From an optimization exercise on the open Yosys and OpenROAD flow, aimed at small area, a short achievable clock period and few clock cycles per item; shortcuts taken in it are not production practice. RTL that was checked went through simulation tests only; none was proved equivalent to the original. For run 2, only the layout was checked, not whether the RTL still works.

==> flow/design.v, too long to show whole: its modules and the start of the top module <==
// module modsq_sq_core: 6496 lines
// module modsq_gp_p2n: 11 lines
// module modsq_gp_n2p: 11 lines
// module modsq_g_p2n: 8 lines
// module modsq_g_n2p: 8 lines
// module modsq_fa: 10 lines
// module modsq_ha: 9 lines
// module modsq_engine: 53 lines
// module modsq_canon: 50 lines
module modsq_engine #(
    parameter int COUNT_WIDTH = 16
) (
    input  logic                   clk,
    input  logic                   reset,
    input  logic                   start,
    input  logic [63:0]            x_in,
    input  logic [COUNT_WIDTH-1:0] count,
    output logic                   busy,
    output logic                   done,
    output logic [63:0]            result
);
  // ...
==> flow/flow/run.sh <==
#!/bin/bash
# The standard layout, with timing repair asked for extra setup margin
# (repair_timing -setup_margin) so that it works on the paths that set the
# achieved period.  Synthesis is the standard one, unchanged.
set -euo pipefail
MARGIN=$(cat flow/margin.txt)
bash standard.sh SETUP_SLACK_MARGIN="$MARGIN" finish > standard_flow.log 2>&1
==> flow/flow/margin.txt <==
20.5
==> flow/standard.sh <==
#!/bin/bash
# synth_recipe.tcl (not shown) runs the flow's synth.tcl, then flattens the netlist and writes it again
# the make line also repeats each setting of config.mk as NAME=value (left out here)
make -C /OpenROAD-flow-scripts/flow DESIGN_CONFIG=/design/flow/config.mk WORK_HOME=/design/flow/orfs CLKGATE_MAP_FILE= SYNTH_SCRIPT=/design/flow/synth_recipe.tcl "${@:-finish}"
==> flow/config.mk <==
export PLATFORM = sky130hd
export DESIGN_NAME = modsq_engine
export DESIGN_NICKNAME = modsq_engine
export VERILOG_FILES = /design/flow/design.v
export SDC_FILE = /design/flow/constraint.sdc
export NUM_CORES = 4
export LEC_CHECK = 0
export CAP_MARGIN = 20
export CORE_MARGIN = 2
export CORE_UTILIZATION = 55
export SLEW_MARGIN = 20
export SYNTH_HIERARCHICAL = 1
==> flow/constraint.sdc <==
create_clock -name core_clock -period 30.0 [get_ports {clk}]
set_input_delay 6.0000 -clock core_clock [delete_from_list [all_inputs] [get_ports {clk}]]
set_output_delay 6.0000 -clock core_clock [all_outputs]
set_load 0.01 [all_outputs]
==> key figures, run 1 <==
Worst setup path
  • R2R setup slack: 20.50 ns
  • Crit-path cells: inv_1 -> fa_1 -> fa_1 -> fa_1 -> fa_1 -> fa_1 -> fa_1 -> fa_1 -> fa_2 -> fa_1 -> fa_1 -> fa_1 -> fa_2 -> fa_2 -> nand2_1 -> nor2_4 -> nand2_1 -> o21ai_2 -> a21oi_2 -> o21ai_1 -> xor2_1 -> mux2_4
  • Crit path capture type: flop
  • Worst Path Max Fanout: 12
  • FF-to-FF Start: x_q[34]

Worst hold path
  • Hold Crit Endpoint: cnt_q[2]

Global routing
  • Tot GR Track Use: 0.508
  • Vias in the first global route: 66996
  • Met3 Usage GRT: 0.226

Clock network
  • CTS Hold Bufs: 0

Placed design
  • Placed instance area: 80400 sq um
  • Inst Count DP: 8990

Synthesis
  • Compound-Gate Fraction of Synth Area: 0.0419
  • Synthesized-area fraction occupied by adder cells: 0.678
  • Mux cell area share after synthesis: 0.0222
  • Syn_area_per_cell: 10.7 sq um

STA
  • Slew Viols, Final: 0
  • Fmax: 105 MHz

Cells and area
  • Clock Buffer Count: 17
  • Most frequent cells in the layout: 2470 x fa_1, 2223 x nand2_1, 595 x inv_1
  • FF+latch area: 3900 sq um
  • Area Growth Syn to Fin: 11.2%
  • Number of multi-input logic gates: 6080
  • Ant. Diodes: 12

Floorplanning
  • Initial core utilization: 0.552

Routing
  • Via count: 61754
  • Met2 WL: 149000 microns

Status
  • Status: finished clean
Testbench counts, summed over its fixed seeds: cycles 15,266, jobs 480.
==> module modsq_engine, before the edit <==
module modsq_engine #(
    parameter int COUNT_WIDTH = 16
) (
    input  logic                   clk,
    input  logic                   reset,
    input  logic                   start,
    input  logic [63:0]            x_in,
    input  logic [COUNT_WIDTH-1:0] count,
    output logic                   busy,
    output logic                   done,
    output logic [63:0]            result
);
    logic [65:0]            x_q;
    logic [65:0]            sq;
    logic [65:0]            res_q;
    logic [COUNT_WIDTH-1:0] cnt_q;
    logic                   last;
    logic                   zero;
    assign zero = (cnt_q == '0);
    assign last = (cnt_q[COUNT_WIDTH-1:1] == '0);
    always_ff @(posedge clk) begin
        if (reset) begin
            busy <= 1'b0;
            done <= 1'b0;
        end
        else begin
            done <= busy && last;
            if (!busy) busy <= start;
            else if (last) busy <= 1'b0;
        end
    end
    always_ff @(posedge clk) begin
        if (!busy) begin
            x_q   <= {2'b00, x_in};
            cnt_q <= count;
        end
        else begin
            x_q   <= sq;
            cnt_q <= cnt_q - 1'b1;
        end
        if (busy && last) begin
            res_q <= zero ? x_q : sq;
        end
    end
    modsq_sq_core u_core (
        .x (x_q),
        .v (sq)
    );
    modsq_canon u_canon (
        .v      (res_q),
        .result (result)
    );
endmodule
==> module modsq_canon, before the edit <==
module modsq_canon (
    input  logic [65:0] v,
    output logic [63:0] result
);
    logic [1:0]  t;
    logic [7:0]  lo;
    logic [55:0] hi;
    logic        c1;
    logic        c2;
    logic [7:0]  low1;
    logic [7:0]  low2;
    logic [56:0] ones;       
    logic        wrap;
    assign t  = v[65:64];
    assign lo = v[7:0];
    assign hi = v[63:8];
    logic [7:0]  s59;
    logic [7:0]  s118;
    logic [7:0]  s177;
    logic [7:0]  s236;
    assign s59  = lo + 8'd59;
    assign s118 = lo + 8'd118;
    assign s177 = lo + 8'd177;
    assign s236 = lo + 8'd236;
    always_comb begin
        case (t)
            2'd0: begin low1 = lo;   low2 = s59;  c1 = 1'b0;         c2 = lo >= 8'd197; end
            2'd1: begin low1 = s59;  low2 = s118; c1 = lo >= 8'd197; c2 = lo >= 8'd138; end
            2'd2: begin low1 = s118; low2 = s177; c1 = lo >= 8'd138; c2 = lo >= 8'd79;  end
            default: begin low1 = s177; low2 = s236; c1 = lo >= 8'd79; c2 = lo >= 8'd20; end
        endcase
    end
    always_comb begin
        logic [55:0] pa;
        pa = hi;
        for (int s = 1; s < 56; s = s * 2) begin
            for (int i = 55; i >= s; i--) begin
                pa[i] = pa[i] & pa[i-s];
            end
        end
        ones = {pa, 1'b1};
    end
    assign wrap = c2 && ones[56];
    always_comb begin
        for (int i = 0; i < 56; i++) begin
            result[8+i] = !wrap && (hi[i] ^ (c1 && ones[i]));
        end
        result[7:0] = wrap ? low2 : low1;
    end
endmodule
==> run 2, diff against run 1 <==
--- a/flow/design.v
+++ b/flow/design.v
@@ -1,12 +1,13 @@
 `timescale 1ns/100ps
 module modsq_sq_core (
     input  wire [65:0] x,
-    output wire [65:0] v
+    output wire [65:0] v,
+    output wire        ones_hi
 );
     wire p1, p2, p3, p4, p5, p6, p7, p8, p9, p10, p11, p12, p13, p14, p15, p16;
     wire p17, p18, p19, p20, p21, p22, p23, p24, p25, p26, p27, p28, p29, p30, p31, p32;
     wire p33, p34, p35, p36, p37, p38, p39, p40, p41, p42, p43, p44, p45, p46, p47, p48;
     wire p49, p50, p51, p52, p53, p54, p55, p56, p57, p58, p59, p60, p61, p62, p63, p64;
     wire p65, p66, p67, p68, p69, p70, p71, p72, p73, p74, p75, p76, p77, p78, p79, p80;
     wire p81, p82, p83, p84, p85, p86, p87, p88, p89, p90, p91, p92, p93, p94, p95, p96;
     wire p97, p98, p99, p100, p101, p102, p103, p104, p105, p106, p107, p108, p109, p110, p111, p112;
@@ -6489,16 +6490,19 @@
     assign v[58] = kp117 ^ kg1032;
     assign v[59] = kp119 ^ kg1034;
     assign v[60] = kp121 ^ kg1036;
     assign v[61] = kp123 ^ kg1038;
     assign v[62] = kp125 ^ kg1040;
     assign v[63] = kp127 ^ kg1042;
     assign v[64] = kp129 ^ kg1044;
     assign v[65] = ~kg1049;
+    wire ones_c0 = kp17 & kp19 & kp21 & kp23 & kp25 & kp27 & kp29 & kp31 & kp33 & kp35 & kp37 & kp39 & kp41 & kp43 & kp45 & kp47 & kp49 & kp51 & kp53 & kp55 & kp57 & kp59 & kp61 & kp63 & kp65 & kp67 & kp69 & kp71 & kp73 & kp75 & kp77 & kp79 & kp81 & kp83 & kp85 & kp87 & kp89 & kp91 & kp93 & kp95 & kp97 & kp99 & kp101 & kp103 & kp105 & kp107 & kp109 & kp111 & kp113 & kp115 & kp117 & kp119 & kp121 & kp123 & kp125 & kp127;
+    wire ones_c1 = ~kp17 & (kp19 ^ kg18) & (kp21 ^ kg20) & (kp23 ^ kg22) & (kp25 ^ kg24) & (kp27 ^ kg26) & (kp29 ^ kg28) & (kp31 ^ kg30) & (kp33 ^ kg32) & (kp35 ^ kg34) & (kp37 ^ kg36) & (kp39 ^ kg38) & (kp41 ^ kg40) & (kp43 ^ kg42) & (kp45 ^ kg44) & (kp47 ^ kg46) & (kp49 ^ kg48) & (kp51 ^ kg50) & (kp53 ^ kg52) & (kp55 ^ kg54) & (kp57 ^ kg56) & (kp59 ^ kg58) & (kp61 ^ kg60) & (kp63 ^ kg62) & (kp65 ^ kg64) & (kp67 ^ kg66) & (kp69 ^ kg68) & (kp71 ^ kg70) & (kp73 ^ kg72) & (kp75 ^ kg74) & (kp77 ^ kg76) & (kp79 ^ kg78) & (kp81 ^ kg80) & (kp83 ^ kg82) & (kp85 ^ kg84) & (kp87 ^ kg86) & (kp89 ^ kg88) & (kp91 ^ kg90) & (kp93 ^ kg92) & (kp95 ^ kg94) & (kp97 ^ kg96) & (kp99 ^ kg98) & (kp101 ^ kg100) & (kp103 ^ kg102) & (kp105 ^ kg104) & (kp107 ^ kg106) & (kp109 ^ kg108) & (kp111 ^ kg110) & (kp113 ^ kg112) & (kp115 ^ kg114) & (kp117 ^ kg116) & (kp119 ^ kg118) & (kp121 ^ kg120) & (kp123 ^ kg122) & (kp125 ^ kg124) & (kp127 ^ kg126);
+    assign ones_hi = ~kg515 ? ones_c1 : ones_c0;
 endmodule
 module modsq_gp_p2n (
     input  wire g1,
     input  wire p1,
     input  wire g0,
     input  wire p0,
     output wire gn,
     output wire pn
@@ -6564,16 +6568,18 @@
     input  logic [COUNT_WIDTH-1:0] count,
     output logic                   busy,
     output logic                   done,
     output logic [63:0]            result
 );
     logic [65:0]            x_q;
     logic [65:0]            sq;
     logic [65:0]            res_q;
+    logic                   ones_q;      
+    logic                   sq_ones;
     logic [COUNT_WIDTH-1:0] cnt_q;
     logic                   last;
     logic                   zero;
     assign zero = (cnt_q == '0);
     assign last = (cnt_q[COUNT_WIDTH-1:1] == '0);
     always_ff @(posedge clk) begin
         if (reset) begin
             busy <= 1'b0;
@@ -6590,30 +6596,34 @@
             x_q   <= {2'b00, x_in};
             cnt_q <= count;
         end
         else begin
             x_q   <= sq;
             cnt_q <= cnt_q - 1'b1;
         end
         if (busy && last) begin
-            res_q <= zero ? x_q : sq;
+            res_q  <= zero ? x_q : sq;
+            ones_q <= zero ? (&x_q[63:8]) : sq_ones;
         end
     end
     modsq_sq_core u_core (
-        .x (x_q),
-        .v (sq)
+        .x       (x_q),
+        .v       (sq),
+        .ones_hi (sq_ones)
     );
     modsq_canon u_canon (
         .v      (res_q),
+        .ones56 (ones_q),
         .result (result)
     );
 endmodule
 module modsq_canon (
     input  logic [65:0] v,
+    input  logic        ones56,      
     output logic [63:0] result
 );
     logic [1:0]  t;
     logic [7:0]  lo;
     logic [55:0] hi;
     logic        c1;
     logic        c2;
     logic [7:0]  low1;
@@ -6644,17 +6654,17 @@
         pa = hi;
         for (int s = 1; s < 56; s = s * 2) begin
             for (int i = 55; i >= s; i--) begin
                 pa[i] = pa[i] & pa[i-s];
             end
         end
         ones = {pa, 1'b1};
     end
-    assign wrap = c2 && ones[56];
+    assign wrap = c2 && ones56;
     always_comb begin
         for (int i = 0; i < 56; i++) begin
             result[8+i] = !wrap && (hi[i] ^ (c1 && ones[i]));
         end
         result[7:0] = wrap ? low2 : low1;
     end
 endmodule
 `default_nettype wire
==> flow/flow/run.sh (replaced) <==
#!/bin/bash
# The standard layout, with two changes to how it is made:
#  - timing repair asked for extra setup margin (repair_timing -setup_margin),
#    so that it works on the paths that set the achieved period;
#  - the port buffers are buf_4 cells instead of the delay buffers that
#    buffer_ports picks by default.
# Synthesis is the standard one, unchanged.
set -euo pipefail
MARGIN=$(cat flow/margin.txt)
bash standard.sh SETUP_SLACK_MARGIN="$MARGIN" \
    "BUFFER_PORTS_ARGS=-buffer_cell sky130_fd_sc_hd__buf_4" \
    finish > standard_flow.log 2>&1
==> key figures, run 2 <==
Worst setup path
  • R2R setup slack: 20.42 ns (-0.08 ns)
  • CP startpoint kind: flop
  • Worst EP required: 30.34 ns
  • RR Endpoint: res_q[35]
  • Worst EP arrival: 9.93 ns
  • FF-to-FF Start: x_q[62]
  • Worst Path Max Fanout: 27 (+15)
  • R2R depth: 24
  • Crit path capture type: flop
  • Crit path kind: reg2reg

Synthesis
  • Synth top cells by count: 2544 x fa_1, 2249 x nand2_1, 609 x inv_1, 386 x clkbuf_1, 236 x nor2_1
  • Area leader, netlist: fa_1
  • Most common cell in the synthesized netlist: fa_1
  • Syn_area_per_cell: 10.5 sq um (-1.4%)
  • Area contributors post-synth: fa_1 65%, nand2_1 11%, inv_1 2.9%, edfxtp_1 2.6%, ha_1 2.4%
  • Register area share after synthesis: 0.0473
  • Number of synthesized flops with an enable pin: 67
  • Synth warnings: 8
  • Asr flop ratio synth: 0
  • Main flop type after synthesis: dfxtp_1
  • Post-synth cell types: 68
  • Top-area cell type share of the netlist area: 0.653
  • Cells after synthesis: 7423
  • Synth Cell Area: 78000 sq um
  • Number of synthesized register bits: 151

STA
  • Final Hold Viols: 0
  • Slew headroom: 0.297
  • Period utilization: 0.319
  • Fmax: 104 MHz (-0.85%)
  • Worst hold slack: 0.540 ns
  • Slew Viols, Final: 0 (unchanged)
  • Worst slew pin tran: 1.05 ns
  • Min Tclk post-route: 9.58 ns
  • Clock skew: 0.0156 ns
  • Final setup violation count: 0
  • Setup ws final: 20.42 ns
  • Sum Neg Setup Slack: 0 ns
  • RSZ-0062 raised after global routing: yes

Clock network
  • CTS Buf Count: 17
  • H-Tree Depth: 4
  • Clock buffer depth: 2
  • Clock sinks: 151
  • CTS Hold Bufs: 0 (unchanged)
  • Clk latency of the worst-skew pair: 0.48 ns
  • CTS clock-pin slew for the worst setup and hold paths: 0.08 ns
  • Root buffer cell: clkbuf_16
  • CTS tree: built

Cells and area
  • Area of the multi-input gates: 71100 sq um
  • Area Growth Syn to Fin: 11.8%
  • Largest registers: res_q: 66 flops, x_q: 66 flops, cnt_q: 16 flops
  • Filler cell count: 11882
  • Nets: 10293
  • Commonest non-fill, non-tap cell in the layout: fa_1
  • Fin cells: 9444
  • Most frequent cells in the layout: 2475 x fa_1, 2231 x nand2_1, 603 x inv_1
  • Share of cells above drive strength 1: 0.169
  • FF+latch area: 3950 sq um (+1.1%)

Worst hold path
  • Hold Crit Endpoint: cnt_q[2]
  • Hold path cells: 2
  • Hold Path Class: reg2reg
  • Hold path start: cnt_q[2]

Floorplanning
  • Die Footprint: 145000 sq um
  • Die H: 381 microns
  • Die W: 381 microns
  • Initial core utilization: 0.552 (about the same)
  • CORE AREA: 141000 sq um
  • Number of cell rows: 138
  • IO Pins: 149

Global routing
  • Largest net degree at the start of global routing: 69
  • Initial antenna violation count: 28
  • Tot GR Track Use: 0.531 (+0.0228)
  • First-pass GRT wire length: 526000 microns
  • Vias in the first global route: 68835 (+2.7%)
  • Grt total ovfl: 0

Routing
  • Final wirelength: 385000 microns
  • # DRC: 0
  • Vias/cell: 6.90
  • Via count: 65175 (+5.5%)
  • TritonRoute pass-1 iters: 9
  • ANT nets after route: 0
  • 1st-iter DRT viols: 9388
  • Average wire per standard cell: 40.8 microns

Placed design
  • Post-DP HPWL: 248000 microns
  • Inst Count DP: 9082 (+1.0%)
  • Port Buffers: 148
  • Pre-CTS setup slack: 19.11 ns
  • RD Place Congestion: 1.07

Status
  • Status: finished clean

Job
  • Max-Cap Viols: 0
run 2: changes by cell type after synthesis, moves of 18 or more:
cell	change
a21oi_1	+23
xor2_1	+21
o21ai_0	+23
or3_1	+20
buf_4	-18
nand4_1	+30
buf_2	-448
clkbuf_1	+360
buf_1	+108
nor2_1	-20
run 2: Yosys stat by module (local to each module, per instance):
module	times used	cells inside	flip-flops and latches	cell area, sq um
modsq_gp_n2p	111	2	0	12.5
modsq_gp_p2n	153	2	0	12.5
modsq_sq_core	1	3459	0	14700
modsq_fa	2544	1	0	20.0
modsq_ha	10	1	0	12.5
modsq_g_p2n	22	1	0	8.76
modsq_engine	1	401	151	6000
modsq_g_n2p	42	1	0	5.00
modsq_canon	1	417	0	2560
run 2: how the worst max path moves through the flow:
stage,startpoint,end,slack [ns],depth (start not counted)
floorplan,x_q[60],res_q[61],21.07,26
global placement,x_q[63],res_q[48],19.09,24
detailed placement,x_q[19],res_q[48],19.11,24
CTS,x_q[61],res_q[56],20.50,27
global route,res_q[2],result[6],20.44,8
finish,x_q[62],res_q[35],20.42,24
run 2: final cells by class:
| class | count | share of cell area |
|---|---|---|
| Timing Repair Buffer | 549 | 0.0786 |
| Tap cell | 1890 | 0.0271 |
| Clock inverter | 13 | 0.00131 |
| Multi-Input combinational cell | 6190 | 0.816 |
| Antenna cell | 22 | 0.000631 |
| Sequential cell | 151 | 0.0452 |
| Inverter | 610 | 0.0265 |
| Clock buffer | 19 | 0.00496 |
run 2: logic make-up after synthesis:
family,Yosys count,share of synthesized area
AO/OA/AOI/OAI,474,0.0460
XOR/XNOR,141,0.0158
adder cells (fa/ha/maj),2691,0.676
buffers and inverters,1123,0.0549
flip-flops,151,0.0473
multiplexers,143,0.0222
other,1,0.0000481
AND/OR/NAND/NOR,2699,0.137
run 2: metal layers:
| layer | part of all wire | up-vias | GRT usage |
|---|---|---|---|
| met5 | 0.00067 | - | 0 |
| met4 | 0.093 | 18 | 0.374 |
| met3 | 0.18 | 1964 | 0.285 |
| met2 | 0.40 | 6733 | 0.716 |
| met1 | 0.33 | 33844 | 0.649 |
| li1 | - | 22616 | - |
run 2: metrics by stage:
step	area, sq um	util
final	87200	0.617
after global routing	87200	0.617
after CTS	85500	0.605
after detailed placement	80600	0.571
after global placement	80600	0.571
after floorplan	78200	-
run 2: worst max-delay path, cell delays in order, from the launching register on:
cell	delay, ns
dfxtp_4	0.50
buf_12	0.28
buf_16	0.30
nand2_1	0.13
fa_1	0.45
fa_1	0.46
fa_1	0.44
fa_1	0.50
fa_1	0.41
fa_1	0.51
fa_2	0.77
fa_1	0.51
fa_1	0.44
fa_1	0.47
fa_1	0.40
fa_1	0.60
ha_4	0.45
nand2_1	0.16
nor2_2	0.24
nand2_1	0.19
nor2_2	0.21
nand2_1	0.07
o21ai_1	0.19
xor2_1	0.40
mux2_2	0.24
run 2: what timing repair did:
item	CTS	global route
gates resized for setup	301	164
cloned	8	11
hold endpoints to repair	0	0
buffers inserted	220	69
endpoints found under the setup margin	162	140
pin swaps	5	19

## what the ideal ports hide
The flow's constraints put no driver on any port. The routed layouts listed below were extracted and timed again, unchanged, in two steps.
Step 1 assumes that a clkbuf_16 drives the clock port and a buf_2 every other input.
Step 2 adds t to the input delays and takes it off the output delays; t is the mean of the earliest and latest rising clock arrival at the registers after step 1. Input paths then give back, and output paths get back, about the clock's delay inside the block.
Three values: no drivers, after step 1, after step 2; two values: the first two.
run | shift t [ns] | setup slack, ns | worst setup path after step 2 | worst register clock-pin slew, ns | pins driven straight from the clock port
run 1 | 0.559 | 20.500 / 20.500 / 20.500 | register to register | 0.12 / 0.12 | 1
run 2 | 0.518 | 20.419 / 20.419 / 20.419 | register to register | 0.08 / 0.08 | 1
After both steps setup and hold are still met in every run listed.
